Context: an optimization exercise on an open-source flow, tuned for small area. The choices shown serve that exercise and are no tape-out recipe. Function was checked by simulation only, so behaviour that the tests miss may differ from the original. Power and IR drop assume default switching activity.

== v6 ==
## moving_average_deviation_detector_unit
module moving_average_deviation_detector_unit (
  input  logic                               clk_i,
  input  logic                               rst_ni,
  input  logic                               cfg_we_i,
  input  logic [madd_pkg::CfgIdxW-1:0]       cfg_idx_i,
  input  logic [madd_pkg::CfgDataW-1:0]      cfg_wdata_i,
  input  logic                               s_axis_tvalid,
  output logic                               s_axis_tready,
  input  logic [madd_pkg::SmpW-1:0]          s_axis_tdata,   
  output logic                               m_axis_tvalid,
  input  logic                               m_axis_tready,
  output logic [madd_pkg::OutTdataW-1:0]     m_axis_tdata    
);
  localparam int WinLen = madd_pkg::WinLen;
  localparam int SumW   = madd_pkg::SumW;
  localparam int SmpW   = madd_pkg::SmpW;
  localparam int HoldW  = madd_pkg::HoldW;
  logic [madd_pkg::ThrW-1:0] thr_q;
  logic [HoldW-1:0]          hold_len_q;
  always_ff @(posedge clk_i or negedge rst_ni) begin
    if (!rst_ni) begin
      thr_q      <= madd_pkg::ThrRst;
      hold_len_q <= madd_pkg::HoldRst;
    end else if (cfg_we_i) begin
      if (cfg_idx_i == madd_pkg::CfgHoldoff) begin
        hold_len_q <= cfg_wdata_i[HoldW-1:0];
      end else begin
        thr_q <= cfg_wdata_i[madd_pkg::ThrW-1:0];
      end
    end
  end
  logic ovld_q;
  logic accept;
  assign s_axis_tready = !ovld_q || m_axis_tready;
  assign accept        = s_axis_tvalid && s_axis_tready;
  logic [SmpW-1:0] win [WinLen];
  assign win[0] = s_axis_tdata;
  for (genvar k = 0; k < WinLen - 1; k++) begin : g_cell
    madd_cell u_cell (
      .clk_i (clk_i),
      .en_i  (accept),
      .d_i   (win[k]),
      .q_o   (win[k+1])
    );
  end
  logic            fill_q;
  logic [SumW-1:0] sum_q, sum_d;
  logic [SmpW-1:0] smp_in, smp_out;
  assign smp_in  = accept ? s_axis_tdata : '0;
  assign smp_out = (accept && fill_q) ? win[WinLen-1] : '0;
  madd_upd u_upd (
    .sum_i (sum_q),
    .add_i (smp_in),
    .sub_i (smp_out),
    .sum_o (sum_d)
  );
  always_ff @(posedge clk_i or negedge rst_ni) begin
    if (!rst_ni) begin
      sum_q <= '0;
    end else begin
      sum_q <= sum_d;
    end
  end
  logic hit_pos, hit_neg;
  madd_eval u_eval (
    .smp_i     (s_axis_tdata),
    .sum_i     (sum_q),
    .thr_i     (thr_q),
    .hit_pos_o (hit_pos),
    .hit_neg_o (hit_neg)
  );
  ...
Size: ~300 flip-flops, roughly 47 I/O pins, ~13000 µm² of cells after synthesis.
clock: 4.5 ns
lec_check: 0
cap_margin: 20
core_margin: 2
core_utilization: 75
gpl_timing_driven: 0
slew_margin: 20
standard.sh (not shown) runs the stock make flow with config.mk's settings and CLKGATE_MAP_FILE= SYNTH_SCRIPT=/design/flow/synth_recipe.tcl, a recipe that flattens the netlist after the stock synthesis.
==> flow/flow/run.sh <==
#!/bin/bash
# Own layout flow: the standard flow (standard.sh) with the standard
# synthesis unchanged, and these changes to the later steps:
#  - every port gets a buf_1 as its port buffer;
#  - clock tree synthesis uses clkbuf_8, clusters of up to 16 registers within
#    80 um, and inserts no dummy loads.
# Each step's full output goes to a log file of its own in this folder.
set -euo pipefail
bash standard.sh synth > synth.log 2>&1
export BUFFER_PORTS_ARGS="-buffer_cell sky130_fd_sc_hd__buf_1"
export CTS_ARGS="-sink_clustering_enable -repair_clock_nets -dont_use_dummy_load -buf_list sky130_fd_sc_hd__clkbuf_8 -sink_clustering_size 16 -sink_clustering_max_diameter 80"
bash standard.sh floorplan > floorplan.log 2>&1
bash standard.sh place > place.log 2>&1
bash standard.sh cts > cts.log 2>&1
bash standard.sh route > route.log 2>&1
bash standard.sh finish > finish.log 2>&1
v6 was carried through to the last stage, and its layout satisfied the timing, design-rule and antenna checks.
diff inputs: v6 => v7
# v6
export LEC_CHECK = 0
export CAP_MARGIN = 20
export CORE_MARGIN = 2
export CORE_UTILIZATION = 75
export GPL_TIMING_DRIVEN = 0
export SLEW_MARGIN = 20
create_clock -name core_clock -period 4.5 [get_ports {clk_i}]
# v7
export LEC_CHECK = 0
export CAP_MARGIN = 20
export CORE_MARGIN = 2
export CORE_UTILIZATION = 60
export CTS_BUF_LIST = sky130_fd_sc_hd__clkbuf_8
export CTS_CLUSTER_SIZE = 30
export GPL_TIMING_DRIVEN = 0
export SLEW_MARGIN = 20
create_clock -name core_clock -period 4.5 [get_ports {clk_i}]
Results
- As far as actual slew at the worst max-slew pin is concerned, v6 and v7 perform about the same.
- v6 → v7: sequential fraction of design power increased by 0.9 points relative to the old numbers, non-clock buffer count now sits higher.
- In the tables for v6 and v7, number of stages on the worst setup path reads higher with v7.
- Per the final summary, v7 finished and its layout is clean on timing, DRC and antenna.
- v7 — final period demand of the worst path 0.20 ns lower, v6 as reference
- Compared with v6, v7 shows a worst setup slack that is 0.20 ns higher.


## run A
moving_average_deviation_detector_unit, a different RTL version from the one above (not shown whole).
Size in the first run: about 820 cells after synthesis, ~300 flip-flops, about 47 I/O pins, ~13000 sq um of cells after synthesis.
Settings: LEC_CHECK=0, CAP_MARGIN=20, CORE_MARGIN=2, CORE_UTILIZATION=60, CTS_BUF_LIST=sky130_fd_sc_hd__clkbuf_8, CTS_CLUSTER_SIZE=30, GPL_TIMING_DRIVEN=0, SLEW_MARGIN=20; clock period 4.5 ns.
Scripts as last shown in full above: flow/flow/run.sh
### run A -> run B
diff --git a/flow/flow/run.sh b/flow/flow/run.sh
--- a/flow/flow/run.sh
+++ b/flow/flow/run.sh
@@ -10,5 +10,5 @@
 export BUFFER_PORTS_ARGS="-buffer_cell sky130_fd_sc_hd__buf_1"
 export CTS_ARGS="-sink_clustering_enable -repair_clock_nets -dont_use_dummy_load -buf_list sky130_fd_sc_hd__clkbuf_8 -sink_clustering_size 16 -sink_clustering_max_diameter 80"
-bash standard.sh floorplan > floorplan.log 2>&1
+REMOVE_ABC_BUFFERS=1 bash standard.sh floorplan > floorplan.log 2>&1
 bash standard.sh place > place.log 2>&1
 bash standard.sh cts > cts.log 2>&1
- Comparing the two runs side by side, run B comes out ahead of run A on post-route minimum period.
- Changes observed in run B relative to run A: worst stage delay on the critical path shows no meaningful change; non-clock buffer count lower; reg-to-reg setup timing slack up 0.09 ns.


## the previous run
moving_average_deviation_detector_unit, a different RTL version from the one above (not shown whole).
Size: about 780 cells after synthesis, ~300 flip-flops, ~47 I/O pins, roughly 13000 um^2 of cells after synthesis.
==> flow/design.v (excerpt) <==
module moving_average_deviation_detector_unit (
  input  logic                               clk_i,
  input  logic                               rst_ni,
  input  logic                               cfg_we_i,
  input  logic [madd_pkg::CfgIdxW-1:0]       cfg_idx_i,
  input  logic [madd_pkg::CfgDataW-1:0]      cfg_wdata_i,
  input  logic                               s_axis_tvalid,
  output logic                               s_axis_tready,
  input  logic [madd_pkg::SmpW-1:0]          s_axis_tdata,   
  output logic                               m_axis_tvalid,
  input  logic                               m_axis_tready,
  output logic [madd_pkg::OutTdataW-1:0]     m_axis_tdata    
);
clock: 4.5 ns
lec_check: 0
cap_margin: 20
core_margin: 2
core_utilization: 60
cts_buf_list: sky130_fd_sc_hd__clkbuf_8
cts_cluster_size: 30
gpl_timing_driven: 0
slew_margin: 20
==> flow/flow/run.sh <==
#!/bin/bash
# Own layout flow: the standard flow (standard.sh) with the standard
# synthesis unchanged, and these changes to the later steps:
#  - every port gets a buf_1 as its port buffer;
#  - clock tree synthesis uses clkbuf_8, clusters of up to 16 registers within
#    80 um, and inserts no dummy loads.
# Each step's full output goes to a log file of its own in this folder.
set -euo pipefail
bash standard.sh synth > synth.log 2>&1
export BUFFER_PORTS_ARGS="-buffer_cell sky130_fd_sc_hd__buf_1"
export CTS_ARGS="-sink_clustering_enable -repair_clock_nets -dont_use_dummy_load -buf_list sky130_fd_sc_hd__clkbuf_8 -sink_clustering_size 16 -sink_clustering_max_diameter 80"
bash standard.sh floorplan > floorplan.log 2>&1
bash standard.sh place > place.log 2>&1
bash standard.sh cts > cts.log 2>&1
bash standard.sh route > route.log 2>&1
bash standard.sh finish > finish.log 2>&1
Edits applied to the flow inputs when going from the previous run to the current run:
--- a/flow/flow/run.sh
+++ b/flow/flow/run.sh
@@ -10,5 +10,5 @@
 export BUFFER_PORTS_ARGS="-buffer_cell sky130_fd_sc_hd__buf_1"
 export CTS_ARGS="-sink_clustering_enable -repair_clock_nets -dont_use_dummy_load -buf_list sky130_fd_sc_hd__clkbuf_8 -sink_clustering_size 16 -sink_clustering_max_diameter 80"
-bash standard.sh floorplan > floorplan.log 2>&1
+REMOVE_ABC_BUFFERS=1 SKIP_REPAIR_TIE_FANOUT=1 bash standard.sh floorplan > floorplan.log 2>&1
 bash standard.sh place > place.log 2>&1
 bash standard.sh cts > cts.log 2>&1
### Flow results
Comparing the previous run and the current run, the lower global-route wire length before repair is on the previous run.
On data required time of the worst path, the previous run tracks the current run almost exactly.
Power after layout: the previous run vs the current run — no meaningful difference
Worst path buffer plus inverter count is higher on the current run
Of the two candidates, the previous run has the worse minimum setup slack after placement and the current run the better one.
| detail-routed net length per standard cell | the current run vs the previous run | 0.78% higher |
Re placed cell area: the previous run was higher than the current run.
Actual slew at the worst max-slew pin: the current run vs the previous run up 0.071 ns
Switching fraction of total power essentially unchanged between the previous run and the current run.
Looking at worst slew slack as a fraction of its limit across both flows, the current run is the weaker of the two, with the previous run ahead.


== raven ==
Another version of the RTL of moving_average_deviation_detector_unit (not shown whole).
Size in the first run: about 780 cells after synthesis, about 300 flip-flops, about 47 I/O pins.
export LEC_CHECK = 0
export CAP_MARGIN = 20
export CORE_MARGIN = 2
export CORE_UTILIZATION = 60
export CTS_BUF_LIST = sky130_fd_sc_hd__clkbuf_8
export CTS_CLUSTER_SIZE = 30
export GPL_TIMING_DRIVEN = 0
export SLEW_MARGIN = 20
create_clock -name core_clock -period 4.5 [get_ports {clk_i}]
==> flow/flow/run.sh <==
#!/bin/bash
# Own layout flow: the standard flow (standard.sh) with the standard
# synthesis unchanged, and these changes to the later steps:
#  - every port gets a buf_1 as its port buffer;
#  - clock tree synthesis uses clkbuf_8, clusters of up to 16 registers within
#    80 um, and inserts no dummy loads.
# Each step's full output goes to a log file of its own in this folder.
set -euo pipefail
bash standard.sh synth > synth.log 2>&1
export BUFFER_PORTS_ARGS="-buffer_cell sky130_fd_sc_hd__buf_1"
export CTS_ARGS="-sink_clustering_enable -repair_clock_nets -dont_use_dummy_load -buf_list sky130_fd_sc_hd__clkbuf_8 -sink_clustering_size 16 -sink_clustering_max_diameter 80"
bash standard.sh floorplan > floorplan.log 2>&1
bash standard.sh place > place.log 2>&1
bash standard.sh cts > cts.log 2>&1
bash standard.sh route > route.log 2>&1
bash standard.sh finish > finish.log 2>&1
The following lists how cedar was set up differently from raven:
- CTS_BUF_LIST no longer set, was sky130_fd_sc_hd__clkbuf_8
- CTS_CLUSTER_SIZE no longer set, was 30
- CORE_UTILIZATION now 50, was 60
==> flow/flow/run.sh <==
#!/bin/bash
# Own layout flow: the standard flow (standard.sh) with the standard
# synthesis unchanged, and these changes to the later steps:
#  - every port gets a buf_1 as its port buffer;
#  - clock tree synthesis uses clkbuf_8, clusters of up to 18 registers within
#    90 um, and inserts no dummy loads.
# Each step's full output goes to a log file of its own in this folder.
set -euo pipefail
bash standard.sh synth > synth.log 2>&1
export BUFFER_PORTS_ARGS="-buffer_cell sky130_fd_sc_hd__buf_1"
export CTS_ARGS="-sink_clustering_enable -repair_clock_nets -dont_use_dummy_load -buf_list sky130_fd_sc_hd__clkbuf_8 -sink_clustering_size 18 -sink_clustering_max_diameter 90"
bash standard.sh floorplan > floorplan.log 2>&1
bash standard.sh place > place.log 2>&1
bash standard.sh cts > cts.log 2>&1
bash standard.sh route > route.log 2>&1
bash standard.sh finish > finish.log 2>&1
[summary]
Of the two candidates, raven has the better wire length of the first global-routing pass and cedar the worse one.
Summary of cedar over raven: critical path data arrival time shrank by 0.02 ns, power after layout held steady, number of post-CTS setup repair buffers was more or less identical, number of placed cells counting well taps has increased.
~same post-layout instance area in cedar and raven
Between cedar and raven, the post-layout worst setup margin is higher for cedar.
cedar vs. raven: die width up about 9%, core utilization of the finished layout went down by 12 points, total placed instance area increased 0.30%, layout-stage area growth over the synthesis result was more or less identical.
#### Input delta (sierra over cedar)
==> flow/flow/run.sh <==
#!/bin/bash
# Own layout flow: the standard flow (standard.sh) with the standard
# synthesis unchanged, and these changes to the later steps:
#  - every port gets a buf_1 as its port buffer;
#  - clock tree synthesis uses clkbuf_8, clusters of up to 16 registers within
#    80 um, and inserts no dummy loads.
# Each step's full output goes to a log file of its own in this folder.
set -euo pipefail
bash standard.sh synth > synth.log 2>&1
export BUFFER_PORTS_ARGS="-buffer_cell sky130_fd_sc_hd__buf_1"
export CTS_ARGS="-sink_clustering_enable -repair_clock_nets -dont_use_dummy_load -buf_list sky130_fd_sc_hd__clkbuf_8 -sink_clustering_size 16 -sink_clustering_max_diameter 80"
bash standard.sh floorplan > floorplan.log 2>&1
bash standard.sh place > place.log 2>&1
bash standard.sh cts > cts.log 2>&1
bash standard.sh route > route.log 2>&1
bash standard.sh finish > finish.log 2>&1
Results
- sierra | stages: all done | timing, DRC, antenna: all pass
- Any difference in cell leakage power between cedar and sierra is small enough to ignore.
- For net switching share of the total power, sierra and cedar come out practically identical.
- Looking at total power, sierra sits above cedar.
- Going from cedar to sierra, met1 track utilization from global routing +0.28 points, detailed router's first-iteration violation count grew by 3, fraction of area in non-clock buffers closely matched the old numbers.
- cedar -> sierra: number of nets in the layout flat
- Between cedar and sierra, the global-route usage does not differ in any meaningful way.
- The final critical-path setup slack in sierra sits 0.12 ns below the value recorded for cedar.
- Between sierra and cedar, the met3 capacity usage during global routing does not differ in any meaningful way.
- Compared with cedar, sierra shows clock power share higher by 0.5 points.
diff inputs: sierra => tundra
- setting CTS_BUF_LIST to sky130_fd_sc_hd__clkbuf_8 for the first time
- changing CORE_UTILIZATION from 50 to 60
- setting CTS_CLUSTER_SIZE to 30 for the first time
-- flow/flow/run.sh --
<<< sierra, line 13
bash standard.sh place > place.log 2>&1
bash standard.sh cts > cts.log 2>&1
bash standard.sh route > route.log 2>&1
>>> tundra, line 13
bash standard.sh place > place.log 2>&1
SKIP_GATE_CLONING=1 bash standard.sh cts > cts.log 2>&1
bash standard.sh route > route.log 2>&1
--- outcome ---
[compare] base=sierra new=tundra: combinational cell power held steady, number of buffers added for setup after CTS higher, design area -about 0.37%. Summary — wire length reported by the detailed router, tundra relative to sierra: lower, by 3.4%. tundra against sierra: share of layout cells above drive strength 1 held, fmax went up by 0.0059 GHz.
Setup changes, tundra to ember
- clearing CTS_CLUSTER_SIZE, which used to be 30
- swapping 20 for 5 in CAP_MARGIN
- clearing CTS_BUF_LIST, which used to be sky130_fd_sc_hd__clkbuf_8
- swapping 60 for 50 in CORE_UTILIZATION
- swapping 20 for 5 in SLEW_MARGIN
-- flow/flow/run.sh --
<<< tundra, line 13
bash standard.sh place > place.log 2>&1
SKIP_GATE_CLONING=1 bash standard.sh cts > cts.log 2>&1
bash standard.sh route > route.log 2>&1
>>> ember, line 13
bash standard.sh place > place.log 2>&1
bash standard.sh cts > cts.log 2>&1
bash standard.sh route > route.log 2>&1
ember ended up with met2 as its most heavily used metal layer in global routing; tundra ended up with met1. Diff ember..tundra | power | negligible. ember against tundra: share of post-route cells with drive strength above 1 fell 0.22 points; flip-flop and latch share of the layout cell area shrank by 0.23 points; post-CTS resize count higher. Against tundra, ember reports a final design instance area without fill that is higher.

-- port drivers added, routing unchanged --
Ports are ideal in the flow. The routed layouts listed here were re-timed in OpenROAD. Step 1: set_driving_cell puts a clkbuf_16 on clk_i and a buf_2 on each other input, an assumption about the parent block. Step 2, shift: input delay + t, output delay - t, t = (earliest + latest rising clock arrival at the registers) / 2. This alone moves slack from input paths to output paths. Three values: ideal, step 1, step 2; two values: the first two.
run	t (ns)	slack for setup (ns)	latest minus earliest clock arrival (ns)
v6	0.572	0.110 / 0.130 / -0.441	0.059 / 0.059
v7	0.584	0.315 / 0.333 / -0.251	0.073 / 0.074
run A	0.566	0.090 / 0.108 / -0.458	0.041 / 0.042
run B	0.578	0.168 / 0.188 / -0.390	0.033 / 0.033
the previous run	0.577	0.301 / 0.321 / -0.256	0.035 / 0.035
the current run	0.570	0.294 / 0.311 / -0.259	0.034 / 0.034
raven	0.566	0.278 / 0.299 / -0.267	0.052 / 0.052
cedar	0.569	0.287 / 0.309 / -0.260	0.053 / 0.053
sierra	0.573	0.169 / 0.190 / -0.383	0.041 / 0.041
tundra	0.566	0.277 / 0.298 / -0.268	0.050 / 0.050
ember	0.575	0.204 / 0.227 / -0.348	0.040 / 0.040
Met with ideal ports but missed after step 2: setup timing in every run listed. The setup slack of v7, which loses most, moves by +0.018 ns with the drivers and by -0.566 ns with both steps.
